Context: an optimization exercise on an open-source flow, tuned for small area. The choices shown serve that exercise and are no tape-out recipe. The RTL was checked by simulation tests, not by an equivalence proof against the original design. Power is estimated from default activity; no workload was simulated.

Setup of try-raven:
## chip
module chip (
	input logic clk,
	input logic chip_reset,
	input logic uart_rx,
	output logic uart_tx,
	output logic [3:0] status  
);
Size in the first run: roughly 8 I/O pins.
clock: 10.0 ns
lec_check: 0
cap_margin: 20
core_margin: 2
core_utilization: 40
cts_buf_list: sky130_fd_sc_hd__clkbuf_8
cts_cluster_diameter: 60
cts_cluster_size: 16
slew_margin: 20
standard.sh (not shown) runs the stock make flow with config.mk's settings and CLKGATE_MAP_FILE= SYNTH_SCRIPT=/design/flow/synth_recipe.tcl, a recipe that flattens the netlist after the stock synthesis.
==> flow/flow/run.sh <==
#!/bin/bash
# Standard layout, except that the combinational logic of the standard
# synthesis netlist is re-mapped by ABC for area before floorplanning.
# Registers (instances, names, cell types, Q nets) are left untouched.
set -euo pipefail
WORK=$PWD
R=$WORK/orfs/results/$FLOW_PLATFORM/chip/base
LIB=$FLOW_HOME/platforms/$FLOW_PLATFORM/lib/sky130_fd_sc_hd__tt_025C_1v80.lib
YOSYS=$FLOW_HOME/../tools/install/yosys/bin/yosys
command -v yosys >/dev/null 2>&1 && YOSYS=$(command -v yosys)

# 1. standard synthesis
bash standard.sh synth > 1_standard_synth.log 2>&1
cp $R/1_2_yosys.v $WORK/std_1_2_yosys.v

# 2. area re-mapping of the logic between registers
DU=$(sed -n '/DONT_USE_CELLS/,/^$/p' $FLOW_HOME/platforms/$FLOW_PLATFORM/config.mk \
	| grep -o 'sky130_fd_sc_hd__[a-z0-9_]*' | sed 's/^/-dont_use /' | tr '\n' ' ')
SEQ=$(grep -oE 'sky130_fd_sc_hd__[a-z0-9_]+' $WORK/std_1_2_yosys.v | sort -u | grep -E '__(e?df|sdf|dl|sdl)' | tr '\n' ' ')
cat > $WORK/reopt.ys <<YS
read_liberty -ignore_miss_func $LIB
delete $SEQ
read_liberty -lib -nooverwrite $LIB
read_verilog $WORK/std_1_2_yosys.v
hierarchy -top $FLOW_TOP
flatten
rename -hide w:_*_.*
opt_clean
abc -liberty $LIB $DU -script $WORK/flow/area.abc
opt_clean -purge
hilomap -singleton -hicell sky130_fd_sc_hd__conb_1 HI -locell sky130_fd_sc_hd__conb_1 LO
splitnets
insbuf -buf sky130_fd_sc_hd__buf_4 A X
opt_clean -purge
tee -o $WORK/reopt_stat.txt stat -liberty $LIB
write_verilog -noattr -noexpr -nohex -nodec $WORK/reopt_1_2_yosys.v
YS
$YOSYS -s $WORK/reopt.ys > 2_reopt_yosys.log 2>&1
cp $WORK/reopt_1_2_yosys.v $R/1_2_yosys.v
rm -f $R/1_synth.odb $R/1_synth.sdc

# 3. the rest of the standard layout
export CTS_ARGS="-sink_clustering_enable -repair_clock_nets -buf_list sky130_fd_sc_hd__clkbuf_4 -sink_clustering_size 8 -sink_clustering_max_diameter 40 -dont_use_dummy_load"
bash standard.sh > 3_standard_layout.log 2>&1
==> flow/flow/area.abc <==
strash
ifraig
dc2
dch -f
amap -F 10 -A 10
topo
dnsize
try-raven: flow completed, timing, DRC and antenna clean
Changes in try-umber relative to try-raven:
- a change of CORE_UTILIZATION from 40 to 55
- a deleted CTS_CLUSTER_SIZE that had been 16
- a deleted CTS_BUF_LIST that had been sky130_fd_sc_hd__clkbuf_8
- a deleted CTS_CLUSTER_DIAMETER that had been 60
diff --git a/flow/flow/run.sh b/flow/flow/run.sh
--- a/flow/flow/run.sh
+++ b/flow/flow/run.sh
@@ -41,4 +41,4 @@
 
 # 3. the rest of the standard layout
-export CTS_ARGS="-sink_clustering_enable -repair_clock_nets -buf_list sky130_fd_sc_hd__clkbuf_4 -sink_clustering_size 8 -sink_clustering_max_diameter 40 -dont_use_dummy_load"
+export CTS_ARGS="-sink_clustering_enable -repair_clock_nets -buf_list sky130_fd_sc_hd__clkbuf_8 -sink_clustering_size 16 -sink_clustering_max_diameter 60 -dont_use_dummy_load"
 bash standard.sh > 3_standard_layout.log 2>&1
[summary]
- Compared with try-raven, in try-umber global routing usage on met3 decreased 0.82 points; summed negative setup slack over all endpoints essentially unchanged; via count decreased about 3.4%.
- try-umber gives less largest net degree at the start of global routing than try-raven did.
- Looking at launching element of the worst setup path, the imem_i.rd_pos[5] result is from try-umber; the imem_i.rd_pos[3] one comes from try-raven.
- try-raven → try-umber: area added between synthesis and finish went down; wire length after detailed routing went down; clock network fraction of total power went down.
For try-delta, these inputs were changed with respect to try-umber:
- changing SLEW_MARGIN from 20 to 0
- changing CORE_UTILIZATION from 55 to 80
- changing CAP_MARGIN from 20 to 0
==> flow/flow/area.abc <==
strash
ifraig
dc2
dch -f
amap -F 10 -A 10
topo
dnsize
strash
ifraig
dch -f
amap -F 10 -A 10
topo
dnsize
[summary]
Clock power delta (try-delta − try-umber): unfavourable
On final wirelength, try-umber beats try-delta.
Total power was lower in try-umber than in try-delta.
core_i.regs[15][7] as the termination of the worst setup path was reported by try-umber, and core_i.regs[3][7] by try-delta.
Worst-case reg-to-reg path depth is higher on try-delta
For first-iteration detailed-routing DRC count, dividing the value from try-delta by the value from try-umber gives 1.8.
Taking try-umber as the reference, in try-delta buffers inserted during post-CTS setup optimization held steady; number of cells on the critical path grew by 6.7%; wire length of the first global-routing pass grew by about 12%.
Relative to try-delta, the following input files were edited for try-lagoon:
- SLEW_MARGIN changed from 0 to 10
- CAP_MARGIN changed from 0 to 10
- CORE_UTILIZATION changed from 80 to 40
==> flow/flow/area.abc <==
strash
ifraig
dc2
dch -f
amap -F 10 -A 10
topo
dnsize
==> comparison <==
- try-lagoon: flow completed, timing, DRC and antenna clean
- try-lagoon reports a higher area taken by multi-input logic gates than try-delta does.
- try-lagoon reports a higher layout cell share with drive strength beyond 1 than try-delta does.
- Comparing try-lagoon and try-delta, the higher highest clock frequency the design can meet was measured on try-lagoon.
- Final cell count delta for try-lagoon relative to try-delta: 535 higher
- Summary: routed wire length, try-lagoon better than try-delta

========
== build 37 ==
Starting RTL as in the previous note.
## chip
module chip (
	input logic clk,
	input logic chip_reset,
	input logic uart_rx,
	output logic uart_tx,
	output logic [3:0] status  
);
clock: 10.0 ns
lec_check: 0
cap_margin: 20
core_margin: 2
core_utilization: 40
cts_buf_list: sky130_fd_sc_hd__clkbuf_8
cts_cluster_diameter: 60
cts_cluster_size: 16
slew_margin: 20
==> flow/flow/run.sh <==
#!/bin/bash
# Standard layout, except that the combinational logic of the standard
# synthesis netlist is re-mapped by ABC for area before floorplanning.
# Registers (instances, names, cell types, Q nets) are left untouched.
set -euo pipefail
WORK=$PWD
R=$WORK/orfs/results/$FLOW_PLATFORM/chip/base
LIB=$FLOW_HOME/platforms/$FLOW_PLATFORM/lib/sky130_fd_sc_hd__tt_025C_1v80.lib
YOSYS=$FLOW_HOME/../tools/install/yosys/bin/yosys
command -v yosys >/dev/null 2>&1 && YOSYS=$(command -v yosys)

# 1. standard synthesis
bash standard.sh synth > 1_standard_synth.log 2>&1
cp $R/1_2_yosys.v $WORK/std_1_2_yosys.v

# 2. area re-mapping of the logic between registers
DU=$(sed -n '/DONT_USE_CELLS/,/^$/p' $FLOW_HOME/platforms/$FLOW_PLATFORM/config.mk \
	| grep -o 'sky130_fd_sc_hd__[a-z0-9_]*' | sed 's/^/-dont_use /' | tr '\n' ' ')
SEQ=$(grep -oE 'sky130_fd_sc_hd__[a-z0-9_]+' $WORK/std_1_2_yosys.v | sort -u | grep -E '__(e?df|sdf|dl|sdl)' | tr '\n' ' ')
cat > $WORK/reopt.ys <<YS
read_liberty -ignore_miss_func $LIB
delete $SEQ
read_liberty -lib -nooverwrite $LIB
read_verilog $WORK/std_1_2_yosys.v
hierarchy -top $FLOW_TOP
flatten
rename -hide w:_*_.*
opt_clean
abc -liberty $LIB $DU -script $WORK/flow/area.abc
opt_clean -purge
hilomap -singleton -hicell sky130_fd_sc_hd__conb_1 HI -locell sky130_fd_sc_hd__conb_1 LO
splitnets
insbuf -buf sky130_fd_sc_hd__buf_4 A X
opt_clean -purge
tee -o $WORK/reopt_stat.txt stat -liberty $LIB
write_verilog -noattr -noexpr -nohex -nodec $WORK/reopt_1_2_yosys.v
YS
$YOSYS -s $WORK/reopt.ys > 2_reopt_yosys.log 2>&1
cp $WORK/reopt_1_2_yosys.v $R/1_2_yosys.v
rm -f $R/1_synth.odb $R/1_synth.sdc

# 3. the rest of the standard layout
export CTS_ARGS="-sink_clustering_enable -repair_clock_nets -buf_list sky130_fd_sc_hd__clkbuf_8 -sink_clustering_size 16 -sink_clustering_max_diameter 60 -dont_use_dummy_load"
bash standard.sh > 3_standard_layout.log 2>&1
==> flow/flow/area.abc <==
strash
ifraig
dc2
dch -f
amap -F 10 -A 10
topo
dnsize
Build 37 ended with every stage complete and zero timing, DRC or antenna violations.
diff inputs: build 37 => build 76
- CTS_BUF_LIST removed (was sky130_fd_sc_hd__clkbuf_8)
- CTS_CLUSTER_DIAMETER removed (was 60)
- CORE_UTILIZATION changed from 40 to 65
- CTS_CLUSTER_SIZE removed (was 16)
## What came out
Status: reported leakage power parity (build 76, build 37). Summary of the comparison: share of the clock period used by the worst path is lower in build 76, relative to build 37. The core of build 76 is more densely filled than that of build 37. Between build 76 and build 37, the difference in share of total power in combinational logic is negligible. The clock network fraction of total power in build 76 was lower than what build 37 gave. Routed length on met2, build 76 and build 37, higher one = build 37. The higher final critical delay including setup and external delays came out of build 37. The non-clock buffering overhead in the final layout on build 76 is in line with that on build 37. Slowest cell on the critical path = sky130_fd_sc_hd__clkinv_1: build 37; slowest cell on the critical path = sky130_fd_sc_hd__nor2_1: build 76. Changes observed in build 76 relative to build 37: fraction of area in multi-input gates shows an increase of 0.30 points; first-iteration DRC count shows an increase of 22%; area of the die now smaller. imem_i.rd_pos[1] as the worst setup path startpoint was reported by build 37, and imem_i.rd_pos[5] by build 76.
### build 76 -> build 80
- an added CTS_CLUSTER_DIAMETER of 60
- a change of CORE_UTILIZATION from 65 to 40
- an added CTS_CLUSTER_SIZE of 16
- an added CTS_BUF_LIST of sky130_fd_sc_hd__clkbuf_8
diff --git a/flow/flow/run.sh b/flow/flow/run.sh
--- a/flow/flow/run.sh
+++ b/flow/flow/run.sh
@@ -43 +43 @@
-export CTS_ARGS="-sink_clustering_enable -repair_clock_nets -buf_list sky130_fd_sc_hd__clkbuf_8 -sink_clustering_size 16 -sink_clustering_max_diameter 60 -dont_use_dummy_load"
+export CTS_ARGS="-sink_clustering_enable -repair_clock_nets -buf_list sky130_fd_sc_hd__clkbuf_8 -sink_clustering_size 20 -sink_clustering_max_diameter 50 -dont_use_dummy_load"
### Flow results
Per the final summary, build 80 finished and its layout is clean on timing, DRC and antenna. Build 76 reports its slowest stage cell on the critical path as sky130_fd_sc_hd__nor2_1 while build 80 reports sky130_fd_sc_hd__clkinv_1. Time the final worst path needs with I/O delays and setup: build 76 and build 80 compared, lower one is build 76. Compare build 76 and build 80 | clock latency on the worst-skew pair lower: build 76. Build 80 has post-layout worst setup margin below what build 76 had. Compare build 76 and build 80 | final setup skew lower: build 76. The run showing the greater power is build 80. Layout net count went up slightly going from build 76 to build 80. The lower clock-cell share of area came out of build 76. Delta (build 80 minus build 76): detailed-routed wire length on met2 +about 6%, total die area +0.031 sq mm, multi-input combinational cell area barely changed, minimum hold slack went down by 0.0047 ns.
#### Input delta (build 24 over build 80)
- SLEW_MARGIN changed from 20 to 0
- CTS_CLUSTER_DIAMETER removed (was 60)
- CTS_CLUSTER_SIZE removed (was 16)
- CTS_BUF_LIST removed (was sky130_fd_sc_hd__clkbuf_8)
- CORE_UTILIZATION changed from 40 to 70
- CAP_MARGIN changed from 20 to 0
diff --git a/flow/flow/run.sh b/flow/flow/run.sh
--- a/flow/flow/run.sh
+++ b/flow/flow/run.sh
@@ -43 +43 @@
-export CTS_ARGS="-sink_clustering_enable -repair_clock_nets -buf_list sky130_fd_sc_hd__clkbuf_8 -sink_clustering_size 20 -sink_clustering_max_diameter 50 -dont_use_dummy_load"
+export CTS_ARGS="-sink_clustering_enable -repair_clock_nets -buf_list sky130_fd_sc_hd__clkbuf_8 -sink_clustering_size 16 -sink_clustering_max_diameter 60 -dont_use_dummy_load"
==> flow/flow/area.abc <==
strash
ifraig
dc2
dch -f
amap -F 10 -A 10
topo
dnsize
strash
ifraig
dch -f
amap -F 10 -A 10
topo
dnsize
==> comparison <==
- Summary of the comparison: worst slew margin relative to its limit is lower in build 24, relative to build 80.
- Build 24 — clock period minus final worst setup slack 0.28 ns lower, build 80 as reference
- The critical path depth in build 24 sits 1 below the value recorded for build 80.
- Re number of cells on the worst reg-to-reg path: build 24 is 1 down on build 80.
- From build 80 to build 24 the numbers moved as follows: worst slack at placement went up; setup slack has increased; detailed-routed wire length on met2 fell by 410 um; post-synthesis instance total neither gained nor lost much.
Here is what was changed in the inputs of build 25 compared with build 24.
- CORE_UTILIZATION now 40, was 70
==> flow/flow/area.abc <==
strash
ifraig
dc2
dch -f
amap -F 10 -A 10
topo
dnsize
Results
- Per the final summary, build 25 finished and its layout is clean on timing, DRC and antenna.
- Build 25 ended with more net switching component of the power than build 24.
- Measured against build 25, the full die area of build 24 comes out at 0.58 times the reference value.
- Measured against build 25, the non-clock buffer count of build 24 comes out at 0.930 times the reference value.
- [compare] base=build 24 new=build 25: synthesized cell count comparable, total routed wirelength now larger, post-placement worst setup slack now smaller.
- Build 25 vs. build 24: hold slack now smaller; clock period minus final worst setup slack now larger.

## afterwards: timing with drivers on the ports
In the flow no input, the clock included, has a driving cell. The finished layouts below were timed again as built, in two steps.
Step 1 assumes that a clkbuf_16 drives the clock port and a buf_2 every other input.
Step 2, shift: input delay + t, output delay - t, t = (earliest + latest rising clock arrival at the registers) / 2. This alone moves slack from input paths to output paths.
a / b / c = ideal / step 1 / step 2; a / b = the first two.
run | t (ns) | setup WS [ns] | worst hold slack (ns)
try-raven | 1.014 | 1.000 / 1.000 / 1.000 | 0.254 / 0.254 / 0.254
try-umber | 0.728 | 0.916 / 0.916 / 0.916 | 0.277 / 0.277 / 0.277
try-delta | 0.730 | 0.969 / 0.969 / 0.969 | 0.315 / 0.315 / 0.315
try-lagoon | 0.686 | 1.024 / 1.024 / 1.024 | 0.304 / 0.304 / 0.304
build 37 | 0.701 | 0.979 / 0.979 / 0.979 | 0.297 / 0.297 / 0.297
build 76 | 0.720 | 1.155 / 1.155 / 1.155 | 0.254 / 0.254 / 0.254
build 80 | 0.719 | 1.010 / 1.010 / 1.010 | 0.250 / 0.250 / 0.250
build 24 | 0.729 | 1.290 / 1.290 / 1.290 | 0.308 / 0.308 / 0.308
build 25 | 0.686 | 1.013 / 1.013 / 1.013 | 0.304 / 0.304 / 0.304
After both steps every run listed still meets setup and hold.
